What follows belongs to an exercise in optimizing a design on an open flow for a short achievable clock period and few clock cycles per item; a production flow would make more cautious choices. Only simulation tests tie the RTL to the original design; equivalence was not proved. No activity file was given, so power comes from the tool's default toggle rates.

### config.mk
export PLATFORM = sky130hd
export DESIGN_NAME = seed_seek_top
export DESIGN_NICKNAME = seed_seek_top
export VERILOG_FILES = /design/flow/design.v
export SDC_FILE = /design/flow/constraint.sdc
export NUM_CORES = 4
export LEC_CHECK = 0
export CAP_MARGIN = 20
export CORE_MARGIN = 2
export CORE_UTILIZATION = 40
export SLEW_MARGIN = 20
### constraint.sdc
create_clock -name core_clock -period 8.0 [get_ports {clk}]
set_input_delay 1.6000 -clock core_clock [delete_from_list [all_inputs] [get_ports {clk}]]
set_output_delay 1.6000 -clock core_clock [all_outputs]
set_load 0.01 [all_outputs]
### design.v
package seed_pkg;
    localparam int READ_LEN    = 16;
    localparam int POS_W       = 5;
    localparam int KLS_W       = 8;
    localparam int OCC_DEPTH   = 64;
    localparam int OCC_AW      = 6;
    localparam int QUEUE_DEPTH = 16;
    localparam logic [POS_W-1:0] READ_END = POS_W'(READ_LEN);
    typedef logic [1:0] sym_t;
    typedef sym_t [READ_LEN-1:0] read_t;
    typedef struct packed {
        logic [KLS_W-1:0] k;         
        logic [KLS_W-1:0] l;         
        logic [KLS_W-1:0] s;         
    } interval_t;
    typedef struct packed {
        interval_t        iv;
        logic [POS_W-1:0] i;
        logic [POS_W-1:0] j;
    } work_item_t;
    typedef logic [3:0][KLS_W-1:0] occ_row_t;   
    typedef struct packed {
        logic [OCC_AW-1:0] addr;
        occ_row_t          row;
    } occ_load_t;
    typedef struct packed {
        logic [3:0][KLS_W-1:0] c;      
        logic [KLS_W-1:0]      primary;
        logic [KLS_W-1:0]      bwt_len;
        logic [POS_W-1:0]      min_len;
        logic [KLS_W-1:0]      min_intv;
    } seed_cfg_t;
endpackage
`timescale 1ns/1ns
module occ_table (
    input  logic                          clk,
    input  logic                          rst,
    input  logic                          load_valid,
    input  seed_pkg::occ_load_t           load,
    input  logic [seed_pkg::OCC_AW-1:0]   addr_a,
    input  logic [seed_pkg::OCC_AW-1:0]   addr_b,
    output logic [3:0][seed_pkg::KLS_W-1:0] row_a,
    output logic [3:0][seed_pkg::KLS_W-1:0] row_b
);
    logic [4*seed_pkg::KLS_W-1:0] mem [0:seed_pkg::OCC_DEPTH-1];
    always_ff @(posedge clk) begin
        if (load_valid) begin
            mem[load.addr] <= load.row;
        end
    end
    always_ff @(posedge clk) begin
        if (rst) begin
            row_a <= '0;
            row_b <= '0;
        end else begin
            row_a <= mem[addr_a];
            row_b <= mem[addr_b];
        end
    end
endmodule
`timescale 1ns/1ns
module interval_extend (
    input  logic                  clk,
    input  logic                  rst,
    input  seed_pkg::seed_cfg_t   cfg,
    input  logic                  start,
    input  logic                  fwd,
    input  seed_pkg::sym_t        sym,
    input  seed_pkg::interval_t   iv_in,
    output logic                  done,
    output seed_pkg::interval_t   iv_out,
    input  logic                  load_valid,
    input  seed_pkg::occ_load_t   load
);
    seed_pkg::interval_t iv_sw;         
    seed_pkg::interval_t iv_q;
    seed_pkg::sym_t      a_q;           
    logic                fwd_q;
    logic                busy_q;
    logic [seed_pkg::KLS_W-1:0]  ks_sum;
    logic [seed_pkg::OCC_AW-1:0] addr_k;
    logic [seed_pkg::OCC_AW-1:0] addr_ks;
    logic [3:0][seed_pkg::KLS_W-1:0] row_k;    
    logic [3:0][seed_pkg::KLS_W-1:0] row_ks;
    logic [3:0][seed_pkg::KLS_W-1:0] k_new;
    logic [3:0][seed_pkg::KLS_W-1:0] l_new;
    logic [3:0][seed_pkg::KLS_W-1:0] s_new;
    logic [seed_pkg::KLS_W:0]        k_end;   
    logic                            sentinel;
    always_comb begin
        iv_sw = iv_in;
        if (fwd) begin
            iv_sw.k = iv_in.l;
            iv_sw.l = iv_in.k;
        end
    end
    assign ks_sum  = iv_sw.k + iv_sw.s;
    assign addr_k  = iv_sw.k[seed_pkg::OCC_AW-1:0];
    assign addr_ks = ks_sum[seed_pkg::OCC_AW-1:0];
    occ_table u_occ (
        .clk        (clk),
        .rst        (rst),
        .load_valid (load_valid),
        .load       (load),
        .addr_a     (addr_k),
        .addr_b     (addr_ks),
        .row_a      (row_k),
        .row_b      (row_ks)
    );
    always_ff @(posedge clk) begin
        if (start) begin
            iv_q  <= iv_sw;
            a_q   <= fwd ? ~sym : sym;    
            fwd_q <= fwd;
        end
    end
    always_comb begin
        for (int b = 0; b < 4; b++) begin
            k_new[b] = cfg.c[b] + row_k[b] + 1'b1;
            s_new[b] = row_ks[b] - row_k[b];
        end
        k_end    = {1'b0, iv_q.k} + {1'b0, iv_q.s};
        sentinel = (iv_q.k <= cfg.primary) && ({1'b0, cfg.primary} < k_end);
        l_new[3] = iv_q.l + {{(seed_pkg::KLS_W-1){1'b0}}, sentinel};
        for (int b = 2; b >= 0; b--) begin
            l_new[b] = l_new[b+1] + s_new[b+1];
        end
    end
    always_ff @(posedge clk) begin
        if (busy_q) begin
            iv_out.s <= s_new[a_q];
            iv_out.k <= fwd_q ? l_new[a_q] : k_new[a_q];   
            iv_out.l <= fwd_q ? k_new[a_q] : l_new[a_q];
        end
    end
    always_ff @(posedge clk) begin
        if (rst) begin
            busy_q <= 1'b0;
            done   <= 1'b0;
        end else begin
            busy_q <= start;
            done   <= busy_q;
        end
    end
endmodule
`timescale 1ns/1ns
module work_queue (
    input  logic                  clk,
    input  logic                  rst,
    input  logic                  push,
    input  seed_pkg::work_item_t  din,
    input  logic                  pop,
    output seed_pkg::work_item_t  dout,
    output logic                  empty
);
    logic [3*seed_pkg::KLS_W+2*seed_pkg::POS_W-1:0] mem [0:seed_pkg::QUEUE_DEPTH-1];
    logic [$clog2(seed_pkg::QUEUE_DEPTH)-1:0] wr_ptr;
    logic [$clog2(seed_pkg::QUEUE_DEPTH)-1:0] rd_ptr;
    logic [$clog2(seed_pkg::QUEUE_DEPTH):0]   count;
    always_ff @(posedge clk) begin
        if (push) begin
            mem[wr_ptr] <= din;
        end
        if (pop) begin
            dout <= mem[rd_ptr];    
        end
    end
    always_ff @(posedge clk) begin
        if (rst) begin
            wr_ptr <= '0;
            rd_ptr <= '0;
            count  <= '0;
        end else begin
            if (push) wr_ptr <= wr_ptr + 1'b1;    
            if (pop)  rd_ptr <= rd_ptr + 1'b1;
            case ({push, pop})
                2'b10:   count <= count + 1'b1;
                2'b01:   count <= count - 1'b1;
                default: count <= count;
            endcase
        end
    end
    assign empty = (count == '0);
endmodule
`timescale 1ns/1ns
module seed_control (
    input  logic                          clk,
    input  logic                          rst,
    input  seed_pkg::seed_cfg_t           cfg,
    input  logic                          job_valid,
    output logic                          job_ready,
    input  logic [seed_pkg::READ_LEN-1:0][1:0] job_read,
    input  logic [seed_pkg::POS_W-1:0]    job_pos,
    output logic                          ext_start,
    output logic                          ext_fwd,
    output seed_pkg::sym_t                ext_sym,
    output seed_pkg::interval_t           ext_in,
    input  logic                          ext_done,
    input  seed_pkg::interval_t           ext_out,
    output logic                          q_push,
    output seed_pkg::work_item_t          q_din,
    output logic                          q_pop,
    input  seed_pkg::work_item_t          q_dout,
    input  logic                          q_empty,
    output logic                          seed_valid,
    input  logic                          seed_ready,
    output seed_pkg::work_item_t          seed,
    output logic [seed_pkg::POS_W-1:0]    next_pos,
    output logic                          done
);
    localparam int IDX_W = $clog2(seed_pkg::READ_LEN);
    typedef enum logic [3:0] {
        S_IDLE,
        S_FWD_EXT,
        S_FWD_WAIT,
        S_FWD_CHK,
        S_POP,
        S_LOAD,
        S_BWD_EXT,
        S_BWD_WAIT,
        S_BWD_CHK,
        S_EMIT
    } state_t;
    state_t state;
    logic [seed_pkg::READ_LEN-1:0][1:0] read_q;
    seed_pkg::work_item_t        cur;        
    seed_pkg::interval_t         new_iv;     
    logic [seed_pkg::POS_W-1:0]  end_pos;
    logic [seed_pkg::POS_W-1:0]  j_nxt;
    logic [seed_pkg::POS_W-1:0]  i_prv;
    logic [seed_pkg::POS_W-1:0]  match_len;
    logic                        s_changed;
    logic                        keep_going;
    logic                        want_push;
    logic                        want_emit;
    logic                        bwd_step;
    assign j_nxt     = cur.j + 1'b1;
    assign i_prv     = cur.i - 1'b1;
    assign match_len = cur.j - cur.i + 1'b1;
    assign s_changed  = (new_iv.s != cur.iv.s);
    assign keep_going = (new_iv.s > cfg.min_intv);
    assign want_push  = s_changed && (cur.iv.s != cfg.bwt_len);
    assign want_emit  = s_changed && (match_len >= cfg.min_len);
    assign bwd_step = (state == S_BWD_CHK && !want_emit)
                   || (state == S_EMIT && seed_ready);
    assign ext_start = (state == S_FWD_EXT && j_nxt != seed_pkg::READ_END)
                    || (state == S_BWD_EXT && cur.i != '0);
    assign ext_fwd   = (state == S_FWD_EXT);
    assign ext_sym   = ext_fwd ? read_q[j_nxt[IDX_W-1:0]] : read_q[i_prv[IDX_W-1:0]];
    assign ext_in    = cur.iv;
    assign q_push = (state == S_FWD_CHK) && want_push;
    assign q_din  = cur;
    assign q_pop  = (state == S_POP) && !q_empty;
    assign job_ready  = (state == S_IDLE);
    assign seed_valid = (state == S_EMIT);
    assign seed       = cur;      
    always_ff @(posedge clk) begin
        if (rst) begin
            state    <= S_IDLE;
            done     <= 1'b0;
            next_pos <= '0;
        end else begin
            done <= 1'b0;
            case (state)
                S_IDLE: begin
                    if (job_valid) state <= S_FWD_EXT;
                end
                S_FWD_EXT: begin
                    state <= ext_start ? S_FWD_WAIT : S_FWD_CHK;
                end
                S_FWD_WAIT: begin
                    if (ext_done) state <= S_FWD_CHK;
                end
                S_FWD_CHK: begin
                    state <= keep_going ? S_FWD_EXT : S_POP;
                end
                S_POP: begin
                    if (q_empty) begin
                        state    <= S_IDLE;
                        done     <= 1'b1;
                        next_pos <= end_pos;
                    end else begin
                        state <= S_LOAD;
                    end
                end
                S_LOAD: begin
                    state <= S_BWD_EXT;     
                end
                S_BWD_EXT: begin
                    state <= ext_start ? S_BWD_WAIT : S_BWD_CHK;
                end
                S_BWD_WAIT: begin
                    if (ext_done) state <= S_BWD_CHK;
                end
                S_BWD_CHK, S_EMIT: begin
                    if (state == S_BWD_CHK && want_emit) begin
                        state <= S_EMIT;
                    end else if (bwd_step) begin
                        state <= keep_going ? S_BWD_EXT : S_POP;
                    end
                end
                default: state <= S_IDLE;
            endcase
        end
    end
    always_ff @(posedge clk) begin
        case (state)
            S_IDLE: begin
                if (job_valid) begin
                    read_q   <= job_read;
                    cur.iv.k <= '0;
                    cur.iv.l <= '0;
                    cur.iv.s <= cfg.bwt_len;    
                    cur.i    <= job_pos;
                    cur.j    <= job_pos - 1'b1;
                end
            end
            S_FWD_EXT, S_BWD_EXT: begin
                if (!ext_start) new_iv <= '0;   
            end
            S_FWD_WAIT, S_BWD_WAIT: begin
                if (ext_done) new_iv <= ext_out;
            end
            S_FWD_CHK: begin
                if (keep_going) begin
                    cur.iv <= new_iv;
                    cur.j  <= j_nxt;
                end else begin
                    end_pos <= j_nxt;
                end
            end
            S_LOAD: begin
                cur <= q_dout;
            end
            S_BWD_CHK, S_EMIT: begin
                if (bwd_step && keep_going) begin
                    cur.iv <= new_iv;
                    cur.i  <= i_prv;
                end
            end
            default: begin
            end
        endcase
    end
endmodule
`timescale 1ns/1ns
module seed_seek_top (
    input  logic                          clk,
    input  logic                          rst,
    input  logic                          occ_load_valid,
    input  logic [seed_pkg::OCC_AW-1:0]   occ_load_addr,
    input  logic [4*seed_pkg::KLS_W-1:0]  occ_load_row,
    input  logic                          cfg_valid,
    input  logic [4*seed_pkg::KLS_W-1:0]  cfg_c,
    input  logic [seed_pkg::KLS_W-1:0]    cfg_primary,
    input  logic [seed_pkg::KLS_W-1:0]    cfg_bwt_len,
    input  logic [seed_pkg::POS_W-1:0]    cfg_min_len,
    input  logic [seed_pkg::KLS_W-1:0]    cfg_min_intv,
    input  logic                          job_valid,
    output logic                          job_ready,
    input  logic [2*seed_pkg::READ_LEN-1:0] job_read,
    input  logic [seed_pkg::POS_W-1:0]    job_pos,
    output logic                          seed_valid,
    input  logic                          seed_ready,
    output logic [seed_pkg::KLS_W-1:0]    seed_k,
    output logic [seed_pkg::KLS_W-1:0]    seed_l,
    output logic [seed_pkg::KLS_W-1:0]    seed_s,
    output logic [seed_pkg::POS_W-1:0]    seed_i,
    output logic [seed_pkg::POS_W-1:0]    seed_j,
    output logic [seed_pkg::POS_W-1:0]    next_pos,
    output logic                          done
);
    seed_pkg::seed_cfg_t  cfg;
    seed_pkg::occ_load_t  occ_load;
    seed_pkg::work_item_t seed;
    seed_pkg::seed_cfg_t  cfg_q;
    logic                 ext_start;
    logic                 ext_fwd;
    logic                 ext_done;
    seed_pkg::sym_t       ext_sym;
    seed_pkg::interval_t  ext_in;
    seed_pkg::interval_t  ext_out;
    logic                 q_push;
    logic                 q_pop;
    logic                 q_empty;
    seed_pkg::work_item_t q_din;
    seed_pkg::work_item_t q_dout;
    assign cfg.c        = cfg_c;
    assign cfg.primary  = cfg_primary;
    assign cfg.bwt_len  = cfg_bwt_len;
    assign cfg.min_len  = cfg_min_len;
    assign cfg.min_intv = cfg_min_intv;
    assign occ_load.addr = occ_load_addr;
    assign occ_load.row  = occ_load_row;
    assign seed_k = seed.iv.k;
    assign seed_l = seed.iv.l;
    assign seed_s = seed.iv.s;
    assign seed_i = seed.i;
    assign seed_j = seed.j;
    always_ff @(posedge clk) begin
        if (rst) begin
            cfg_q <= '0;
        end else if (cfg_valid) begin
            cfg_q <= cfg;           
        end
    end
    seed_control u_ctrl (
        .clk        (clk),
        .rst        (rst),
        .cfg        (cfg_q),
        .job_valid  (job_valid),
        .job_ready  (job_ready),
        .job_read   (job_read),
        .job_pos    (job_pos),
        .ext_start  (ext_start),
        .ext_fwd    (ext_fwd),
        .ext_sym    (ext_sym),
        .ext_in     (ext_in),
        .ext_done   (ext_done),
        .ext_out    (ext_out),
        .q_push     (q_push),
        .q_din      (q_din),
        .q_pop      (q_pop),
        .q_dout     (q_dout),
        .q_empty    (q_empty),
        .seed_valid (seed_valid),
        .seed_ready (seed_ready),
        .seed       (seed),
        .next_pos   (next_pos),
        .done       (done)
    );
    interval_extend u_ext (
        .clk        (clk),
        .rst        (rst),
        .cfg        (cfg_q),
        .start      (ext_start),
        .fwd        (ext_fwd),
        .sym        (ext_sym),
        .iv_in      (ext_in),
        .done       (ext_done),
        .iv_out     (ext_out),
        .load_valid (occ_load_valid),
        .load       (occ_load)
    );
    work_queue u_queue (
        .clk   (clk),
        .rst   (rst),
        .push  (q_push),
        .din   (q_din),
        .pop   (q_pop),
        .dout  (q_dout),
        .empty (q_empty)
    );
endmodule
### run.sh
#!/bin/bash
# synth_recipe.tcl (not shown) runs the flow's synth.tcl, then flattens the netlist and writes it again
# the make line also repeats each setting of config.mk as NAME=value (left out here)
make -C /OpenROAD-flow-scripts/flow DESIGN_CONFIG=/design/flow/config.mk WORK_HOME=/design/flow/orfs CLKGATE_MAP_FILE= SYNTH_SCRIPT=/design/flow/synth_recipe.tcl finish
==> impl_metrics.tcl <==
set metrics [dict create \
    leakagePower_uw 0.0507 \
    ys_warn_count 5 \
    wl_met1_um 171000 \
    clock_sinks 2922 \
    finalNonFillerCells 14272 \
    cts_setup_buffers 0 \
    cts_buffers 311 \
    syn_nets 9740 \
    die_area_mm2 0.342 \
    grt_pass1_vias 85461 \
    skew_ns 0.102 \
    fin_tns_setup_ns 0 \
    cap_violations 0 \
    startpoint_type "register" \
    timing.final.crit_period_ns 6.90 \
    rsz0062_at_grt "false" \
    critPathKind "register to register" \
    initial_core_util 0.401 \
    via_count 88903 \
    crit_family "multiplexers" \
    cts_max_level 5 \
    slew_headroom 0.134 \
    ys_seq_area_frac 0.639 \
    maxSlewViolCount 0 \
    async_flop_share 0 \
    synth_cell_types 76 \
    grtUsageTotal 0.252 \
    period_share 0.862 \
    ios 184 \
    ir_drop_uv 678 \
    end_kind "register" \
    synth_ff_type "edfxtp_1" \
    place_congestion 0.868 \
    hold_violations 0 \
    portBuffers 183 \
    wl_um 441000 \
    p_per_area_mw_per_mm2 466 \
    cts_root_buffer "clkbuf_16" \
    fillers 29204 \
    synth.area.top_cells "edfxtp_1 (62%), mux4_2 (14%), nand2_1 (5.9%), nand3_1 (3.7%), dfxtp_1 (2.2%)" \
    drt_drc_violations_left 0 \
    drt-pass1-iter-count 13 \
    status "finished clean" \
    fmaxAchievable_mhz 145 \
    hp-class "register to register" \
    setup_violations 0 \
    synth_edf_count 2772 \
    cpMaxStageDelayCell "fa_4" \
    place_area_mm2 0.142 \
    worstMarginPinSlew_ns 1.29 \
    syn_area_mm2 0.135 \
    fin_area_mm2 0.152 \
    crit_buf_inv 4 \
    clk_pin_slew_ns 0.06 \
    num_rows 213 \
    finalPower_uw 71000 \
    arrival_ns 7.59 \
    grt_pass1_wl_um 623000 \
    ys_ff_latch 2922 \
    die_width_um 585 \
    wl_met2_um 197000 \
    insertion_delay_ns 0.97 \
    clk_path_buf_depth 4 \
    cp_cell_sequence "inv_4 > nor2_4 > nand2_8 > inv_6 > mux2i_4 > inv_8 > fa_4 > buf_12 > mux4_2 > mux4_2 > nor2b_1 > a211oi_1 > a211oi_1" \
    core_mm2 0.336 \
    synth_top_cell_area_share 0.617 \
    avgSynthCellArea_um2 14.3 \
    synthCells 9444 \
    nets 9793 \
    max_stage_delay_ns 1.12 \
    die_h_um 585 \
    drtIter0Drc 13160 \
    top_layer "met5" \
    post_route_cells_drive_above_1_share 0.175 \
    synthToLayoutAreaGrowth_pct 13.0 \
    overflow 0 \
    hpwl_um 256000 \
    vias_per_cell 6.23 \
    wire_per_inst_um 30.9 \
    cp_max_fo 119 \
    holdBufCountCts 0 \
    placedCellCount 13698 \
    drtAntennaViolNets 0 \
    worst-endpoint-required_ns 8.69 \
    cts_resized 0 \
    post-route-util 0.453 \
    antenna_found_initial 19 \
    grt_max_degree 168 \
    synth_top_area_cell "edfxtp_1" \
    cts_tree "done" \
    dr_wl_met3_um 51900 \
]
stage by stage:
stage,setup WS [ns],hold slack (ns)
4_1_cts,1.24,0.488
2_1_floorplan,1.98,0.456
6_report,1.10,0.489
3_3_place_gp,0.989,0.467
5_1_grt,0.622,0.519
3_5_place_dp,1.26,0.473
sequential cells by signal, indices dropped and copies added (netlist names):
| name | count |
|---|---|
| cfg_q | 61 |
| u_queue.wr_ptr | 4 |
| u_ctrl.next_pos | 5 |
| u_ext.fwd_q | 1 |
| u_ext.u_occ.row_b | 32 |
| u_ext.iv_out | 24 |
| u_ctrl.end_pos | 5 |
| u_ext.iv_q | 24 |
| u_ctrl.new_iv | 24 |
| u_ext.u_occ.row_a | 32 |
| u_ext.u_occ.mem | 2048 |
| u_queue.dout | 34 |
| u_ext.done | 1 |
| u_ctrl.read_q | 32 |
| u_queue.count | 5 |
| u_queue.rd_ptr | 4 |
| u_ctrl.cur | 34 |
| u_ctrl.done | 1 |
| u_ext.a_q | 2 |
| u_ext.busy_q | 1 |
| u_ctrl.state | 4 |
| u_queue.mem | 544 |
area by class of cell:
| class | count | area [µm²] | share of cell area |
|---|---|---|---|
| Timing Repair Buffer | 425 | 4080 | 0.0267 |
| Sequential cell | 2922 | 86300 | 0.566 |
| Inverter | 127 | 518 | 0.00340 |
| Multi-Input combinational cell | 5710 | 45700 | 0.300 |
| Clock inverter | 169 | 1820 | 0.0119 |
| Tap cell | 4515 | 5650 | 0.0371 |
| Clock buffer | 398 | 8420 | 0.0552 |
| Antenna cell | 6 | 15.0 | 0.0000985 |
worst reg2reg max path, stage by stage, from the launching register on:
cell	delay, ns
dfxtp_1	0.55
inv_4	0.11
nor2_4	0.17
nand2_8	0.18
inv_6	0.35
mux2i_4	0.74
inv_8	0.36
fa_4	1.18
buf_12	0.54
mux4_2	0.69
mux4_2	0.50
nor2b_1	0.15
a211oi_1	1.05
a211oi_1	0.12
synth_stat cells (22+ instances only):
| library cell | n |
|---|---|
| mux2i_1 | 125 |
| nor2b_1 | 66 |
| nand2_1 | 2120 |
| nor2_1 | 218 |
| edfxtp_1 | 2772 |
| buf_1 | 66 |
| buf_2 | 264 |
| a21oi_1 | 104 |
| dfxtp_1 | 150 |
| inv_1 | 122 |
| nand3_1 | 994 |
| a211oi_1 | 81 |
| o21ai_1 | 22 |
| xor2_1 | 48 |
| and3_1 | 139 |
| a22oi_1 | 24 |
| clkbuf_1 | 277 |
| and2_1 | 31 |
| a21o_1 | 24 |
| nor3_1 | 30 |
| xnor2_1 | 81 |
| a311oi_1 | 222 |
| o21ai_0 | 71 |
| a31oi_1 | 120 |
| buf_4 | 58 |
| ha_1 | 139 |
| mux4_2 | 836 |
path summary, 6_finish.rpt:
kind         slack, ns  cells past startpoint                         start                                to
max reg2reg       1.10                     13  u_ctrl.state[0]$_SDFFE_PP0P_  u_ext.u_occ.row_b[14]$_SDFF_PP0_
min reg2reg       0.49                      2   u_ctrl.end_pos[3]$_DFFE_PP_   u_ctrl.next_pos[3]$_SDFFE_PP0P_
max               1.10                     13  u_ctrl.state[0]$_SDFFE_PP0P_  u_ext.u_occ.row_b[14]$_SDFF_PP0_
min               0.49                      2   u_ctrl.end_pos[3]$_DFFE_PP_   u_ctrl.next_pos[3]$_SDFFE_PP0P_
cell usage in the layout, fill, tap and decap left out, types with 22 or more instances in the layout:
cell             count
a211oi_1            75
a21o_1              24
a21oi_1            103
a22oi_1             24
a311oi_1           222
a31oi_1            120
and2_1              31
and3_1             139
buf_12              38
buf_4              233
bufinv_16           33
clkbuf_1            62
clkbuf_16          316
clkdlybuf4s50_1    149
clkinv_1            53
clkinv_2            47
dfxtp_1            145
edfxtp_1          2772
ha_1               138
inv_1              120
mux2i_1            125
mux4_2             836
nand2_1           2120
nand3_1            994
nor2_1             137
nor2_4              80
nor2b_1             66
nor3_1              25
o21ai_0             70
o21ai_1             22
xnor2_1             78
xor2_1              48
where the power goes:
group / switching (µW) / leakage [µW] / total (µW) / internal (µW)
sequential: 801 / 0.0263 / 18600 / 17800
clock: 6140 / 0.00497 / 14700 / 8520
combinational: 22600 / 0.0195 / 37800 / 15100
total: 29600 / 0.0507 / 71000 / 41400
logic make-up after synthesis:
family,after synthesis,synth area share
muxes,972,0.150
buffers and inverters,812,0.0279
DFF,2922,0.639
AOI/OAI and AO/OA,778,0.0414
and+or+nand+nor,3675,0.118
adders and majority gates,155,0.0152
xor gates and xnor gates,130,0.00849
layer usage:
metal / vias up / track usage
li1: 36541 / -
met1: 45384 / 0.349
met2: 5856 / 0.384
met3: 1110 / 0.0566
met4: 12 / 0.103
met5: - / 0
Testbench counts, summed over its fixed seeds: cycles 31,275, jobs 596.

static timing again, ports no longer ideal:
The flow's constraints put no driver on any port. The routed layout listed below was extracted and timed again, unchanged, in two steps.
Step 1: set_driving_cell puts a clkbuf_16 on clk and a buf_2 on each other input, an assumption about the parent block.
Step 2 times the ports against the registers' clock, not the clock port: input delays grow and output delays shrink by t, the midpoint of the rising clock arrivals with the driver on.
a / b / c = ideal ports / drivers / drivers and shift; a / b = the first two.
shift t [ns]: 1.030
setup slack, ns: 1.101 / 1.101 / 1.101
worst setup path after step 2: register to register
latest minus earliest clock arrival (ns): 0.105 / 0.106
worst slew at a driven data input, ns: 0.17
After both steps this run still meets setup and hold. The setup slack of this run moves by 0.000 ns with the drivers and by 0.000 ns with both steps.
